Source: an optimization exercise on an open RTL-to-GDS flow (aim: small area). Production flows keep margins and buffers that such runs may drop. Only simulation tests tie the RTL to the original design; equivalence was not proved.

==> module img_frame_buf, before the edit <==
module img_frame_buf
#(
   parameter int LANES = 8,
   parameter int RINGS = 20,
   parameter int LW    = 3
) (
   input  logic          clock,
   input  logic          we,
   input  logic [LW-1:0] wcell,
   input  logic [7:0]    wdata,
   input  logic          shift,
   input  logic          hold,
   input  logic [LW-1:0] rcell,
   output logic [7:0]    rdata
);
   logic [7:0] ring [0:RINGS-1][0:LANES-1];
   always_ff @(posedge clock) begin
      for (int i = 0; i < LANES; i++) begin
         if (we && wcell == LW'(i)) ring[0][i] <= wdata;
         else if (i == 0)           ring[0][i] <= ~ring[0][LANES-1];
         else                       ring[0][i] <= ring[0][i-1];
      end
      for (int j = 1; j < RINGS; j++) begin
         ring[j][0] <= ~(({8{hold}} | ring[j-1][LANES-1]) & ({8{shift}} | ring[j][LANES-1]));
         for (int i = 1; i < LANES; i++) ring[j][i] <= ring[j][i-1];
      end
   end
   always_comb begin
      rdata = '0;
      for (int i = 0; i < LANES; i++)
         rdata = rdata | (ring[RINGS-1][i] & {8{rcell == LW'(i)}});
   end
endmodule
==> module img_inv_stream_ctrl, before the edit <==
module img_inv_stream_ctrl
#(
   parameter int FRAME_BYTES = FRAME_BYTES_DEF,
   parameter int ADDR_W      = 8,
   parameter int CNT_W       = 12
) (
   input  logic             clock,
   input  logic             reset_rtl,
   input  logic [7:0]       i_rx_data,
   input  logic             i_rx_data_valid,
   input  logic             i_invert_en,
   output logic [7:0]       o_tx_data,
   output logic             o_tx_data_valid,
   input  logic             i_tx_done,
   output logic             o_busy,
   output logic             o_frame_done,
   output logic             o_overrun,
   output logic [CNT_W-1:0] o_frame_count,
   output logic [2:0]       o_dbg_state
);
   localparam int LANES = 8;
   localparam int LW    = 3;    
   localparam int RINGS = (FRAME_BYTES + LANES - 1) / LANES;
   localparam int FINAL = LANES * (RINGS - 1);
   localparam logic [ADDR_W-1:0] LAST = ADDR_W'(FRAME_BYTES - 1);
   img_inv_pkg::state_t state, state_next;
   logic [ADDR_W-1:0] cnt;
   logic              inv_q;
   logic [7:0]        rdata;
   logic [LW-1:0]     pos;
   logic [LANES-1:0]  pend;
   logic              hold;       
   logic              idle, we, rd, adv, mark, last;
   logic [CNT_W-1:0]  frames_q;   
   logic [3:0]        tcnt, pdiff, rdiff;
   logic              pinv, rinv;
   assign idle  = (state == IDLE);
   assign we    = (idle || state == RX_FILL) && i_rx_data_valid;
   assign rd    = (state == TX_SEND);
   assign last  = (cnt == LAST);
   assign adv   = we || (state == TX_WAIT && i_tx_done);
   assign mark  = (we && (idle || int'(cnt) < FINAL)) || rd;
   assign pdiff = tcnt + 4'd1 - {1'b0, pos};
   assign pinv  = pdiff[3];
   assign rdiff = tcnt - {1'b0, LW'(pos - LW'(1))};
   assign rinv  = rdiff[3];
   img_frame_buf #(.LANES(LANES), .RINGS(RINGS), .LW(LW)) u_buf (
      .clock (clock),
      .we    (we),
      .wcell (pos),
      .wdata (i_rx_data ^ {8{pinv}}),
      .shift (pend[LANES-1]),
      .hold  (hold),
      .rcell (pos - LW'(1)),
      .rdata (rdata)
   );
   assign o_busy       = !idle;
   assign o_dbg_state  = state;
   assign o_frame_done = (state == DONE);
   assign o_frame_count = frames_q + CNT_W'(o_frame_done);
   always_comb begin
      state_next = state;
      case (state)
         IDLE:    if (i_rx_data_valid) state_next = RX_FILL;
         RX_FILL: if (i_rx_data_valid && last) state_next = TX_LOAD;
         TX_LOAD: state_next = TX_SEND;
         TX_SEND: state_next = TX_WAIT;
         TX_WAIT: if (i_tx_done) state_next = last ? DONE : TX_LOAD;
         default: state_next = IDLE;
      endcase
   end
   always_ff @(posedge clock) begin
      if (idle) begin
         cnt   <= ADDR_W'(1);
         inv_q <= i_invert_en;
      end else if (state == RX_FILL && i_rx_data_valid) begin
         cnt <= last ? '0 : cnt + ADDR_W'(1);
      end else if (state == TX_WAIT && i_tx_done) begin
         cnt <= cnt + ADDR_W'(1);
      end
   end
   always_ff @(posedge clock) begin
      if (reset_rtl) begin
         pos  <= '0;
         pend <= '0;
         hold <= 1'b1;
         tcnt <= '0;
      end else begin
         tcnt <= tcnt + 4'd1;
         hold <= !((mark && pos == LW'(LANES-1)) || pend[LANES-2]);
         if (state == RX_FILL && i_rx_data_valid && last) pos <= pos + LW'(FRAME_BYTES);
         else if (!adv)                                    pos <= pos + LW'(1);
         for (int i = 0; i < LANES; i++)
            pend[i] <= (mark && pos == LW'(i)) || (i > 0 && pend[(i+LANES-1)%LANES]);
      end
   end
   always_ff @(posedge clock) begin
      if (reset_rtl) begin
         state           <= IDLE;
         o_tx_data       <= '0;
         o_tx_data_valid <= 1'b0;
         o_overrun       <= 1'b0;
         frames_q        <= '0;
      end else begin
         state           <= state_next;
         o_tx_data_valid <= rd;
         if (rd) o_tx_data <= (inv_q ^ rinv) ? ~rdata : rdata;
         frames_q        <= o_frame_count;
         if (i_rx_data_valid && !idle && state != RX_FILL) o_overrun <= 1'b1;
      end
   end
endmodule
Settings: LEC_CHECK=0, CAP_MARGIN=20, CORE_MARGIN=2, CORE_UTILIZATION=40, CTS_BUF_LIST=sky130_fd_sc_hd__clkbuf_8, CTS_CLUSTER_DIAMETER=60, CTS_CLUSTER_SIZE=20, SLEW_MARGIN=20; clock period 5.0 ns.
standard.sh (not shown) runs the stock make flow with config.mk's settings and CLKGATE_MAP_FILE= SYNTH_SCRIPT=/design/flow/synth_recipe.tcl, a recipe that flattens the netlist after the stock synthesis.
==> flow/flow/run.sh <==
#!/bin/bash
# Layout flow: the standard ORFS flow (standard.sh, standard synthesis
# unchanged) with two changes:
#  - ports are buffered with the smallest buffer (buf_1) instead of the
#    default choice;
#  - clock tree: clkbuf_8 sink buffers, clusters of at most 20 sinks, and no
#    dummy loads.
# ORFS writes each step's full log under orfs/logs/; make's own output goes
# to standard.log in the work folder.
set -euo pipefail
export BUFFER_PORTS_ARGS="-buffer_cell sky130_fd_sc_hd__buf_1"
export CTS_ARGS="-sink_clustering_enable -repair_clock_nets -dont_use_dummy_load -buf_list sky130_fd_sc_hd__clkbuf_8 -sink_clustering_size 20 -sink_clustering_max_diameter 60"
bash standard.sh > standard.log 2>&1
The first run produced a clean layout.
Rerun with:
--- a/flow/design.v
+++ b/flow/design.v
@@ -23,7 +23,6 @@
    input  logic [LW-1:0] wcell,
    input  logic [7:0]    wdata,
    input  logic          shift,
-   input  logic          hold,
    input  logic [LW-1:0] rcell,
    output logic [7:0]    rdata
 );
@@ -31,19 +30,14 @@
    always_ff @(posedge clock) begin
       for (int i = 0; i < LANES; i++) begin
          if (we && wcell == LW'(i)) ring[0][i] <= wdata;
-         else if (i == 0)           ring[0][i] <= ~ring[0][LANES-1];
-         else                       ring[0][i] <= ring[0][i-1];
+         else                       ring[0][i] <= ring[0][(i+LANES-1)%LANES];
       end
       for (int j = 1; j < RINGS; j++) begin
-         ring[j][0] <= ~(({8{hold}} | ring[j-1][LANES-1]) & ({8{shift}} | ring[j][LANES-1]));
+         ring[j][0] <= shift ? ring[j-1][LANES-1] : ring[j][LANES-1];
          for (int i = 1; i < LANES; i++) ring[j][i] <= ring[j][i-1];
       end
    end
-   always_comb begin
-      rdata = '0;
-      for (int i = 0; i < LANES; i++)
-         rdata = rdata | (ring[RINGS-1][i] & {8{rcell == LW'(i)}});
-   end
+   assign rdata = ring[RINGS-1][rcell];
 endmodule
 import img_inv_pkg::*;
 module img_inv_stream_ctrl
@@ -77,35 +71,25 @@
    logic [7:0]        rdata;
    logic [LW-1:0]     pos;
    logic [LANES-1:0]  pend;
-   logic              hold;       
    logic              idle, we, rd, adv, mark, last;
-   logic [CNT_W-1:0]  frames_q;   
-   logic [3:0]        tcnt, pdiff, rdiff;
-   logic              pinv, rinv;
    assign idle  = (state == IDLE);
    assign we    = (idle || state == RX_FILL) && i_rx_data_valid;
    assign rd    = (state == TX_SEND);
    assign last  = (cnt == LAST);
    assign adv   = we || (state == TX_WAIT && i_tx_done);
    assign mark  = (we && (idle || int'(cnt) < FINAL)) || rd;
-   assign pdiff = tcnt + 4'd1 - {1'b0, pos};
-   assign pinv  = pdiff[3];
-   assign rdiff = tcnt - {1'b0, LW'(pos - LW'(1))};
-   assign rinv  = rdiff[3];
    img_frame_buf #(.LANES(LANES), .RINGS(RINGS), .LW(LW)) u_buf (
       .clock (clock),
       .we    (we),
       .wcell (pos),
-      .wdata (i_rx_data ^ {8{pinv}}),
+      .wdata (i_rx_data),
       .shift (pend[LANES-1]),
-      .hold  (hold),
       .rcell (pos - LW'(1)),
       .rdata (rdata)
    );
    assign o_busy       = !idle;
    assign o_dbg_state  = state;
    assign o_frame_done = (state == DONE);
-   assign o_frame_count = frames_q + CNT_W'(o_frame_done);
    always_comb begin
       state_next = state;
       case (state)
@@ -131,11 +115,7 @@
       if (reset_rtl) begin
          pos  <= '0;
          pend <= '0;
-         hold <= 1'b1;
-         tcnt <= '0;
       end else begin
-         tcnt <= tcnt + 4'd1;
-         hold <= !((mark && pos == LW'(LANES-1)) || pend[LANES-2]);
          if (state == RX_FILL && i_rx_data_valid && last) pos <= pos + LW'(FRAME_BYTES);
          else if (!adv)                                    pos <= pos + LW'(1);
          for (int i = 0; i < LANES; i++)
@@ -148,12 +128,12 @@
          o_tx_data       <= '0;
          o_tx_data_valid <= 1'b0;
          o_overrun       <= 1'b0;
-         frames_q        <= '0;
+         o_frame_count   <= '0;
       end else begin
          state           <= state_next;
          o_tx_data_valid <= rd;
-         if (rd) o_tx_data <= (inv_q ^ rinv) ? ~rdata : rdata;
-         frames_q        <= o_frame_count;
+         if (rd) o_tx_data <= inv_q ? ~rdata : rdata;
+         if (state == TX_WAIT && i_tx_done && last) o_frame_count <= o_frame_count + CNT_W'(1);
          if (i_rx_data_valid && !idle && state != RX_FILL) o_overrun <= 1'b1;
       end
    end
Fmax grows by 26%; routed wire length came out higher by 5.1%; count of clock-buffer cells in the layout goes up by 1; synthesized area grows by 3.1%; sequential share of layout area came out lower by 2.9 points; final area came out higher by 3.2%.

port drivers added, routing unchanged:
The flow's constraints put no driver on any port. The routed layouts listed below were extracted and timed again, unchanged, in two steps. Step 1 assumes that a clkbuf_16 drives the clock port and a buf_2 every other input. Step 2 moves the port delays by t, midway between the first and last clock arrival at a register: inputs arrive t later, outputs are due t later. That takes back most of the time a late clock gives input paths. Three values: ideal ports, drivers, drivers and shift; two values: the first two.
run	shift t [ns]	slack for setup (ns)	clock arrival spread, ns
the first run	0.700	1.152 / 1.092 / 1.792	0.101 / 0.101
the second run	0.704	1.935 / 1.878 / 1.994	0.108 / 0.108
After both steps setup and hold are still met in every run listed.
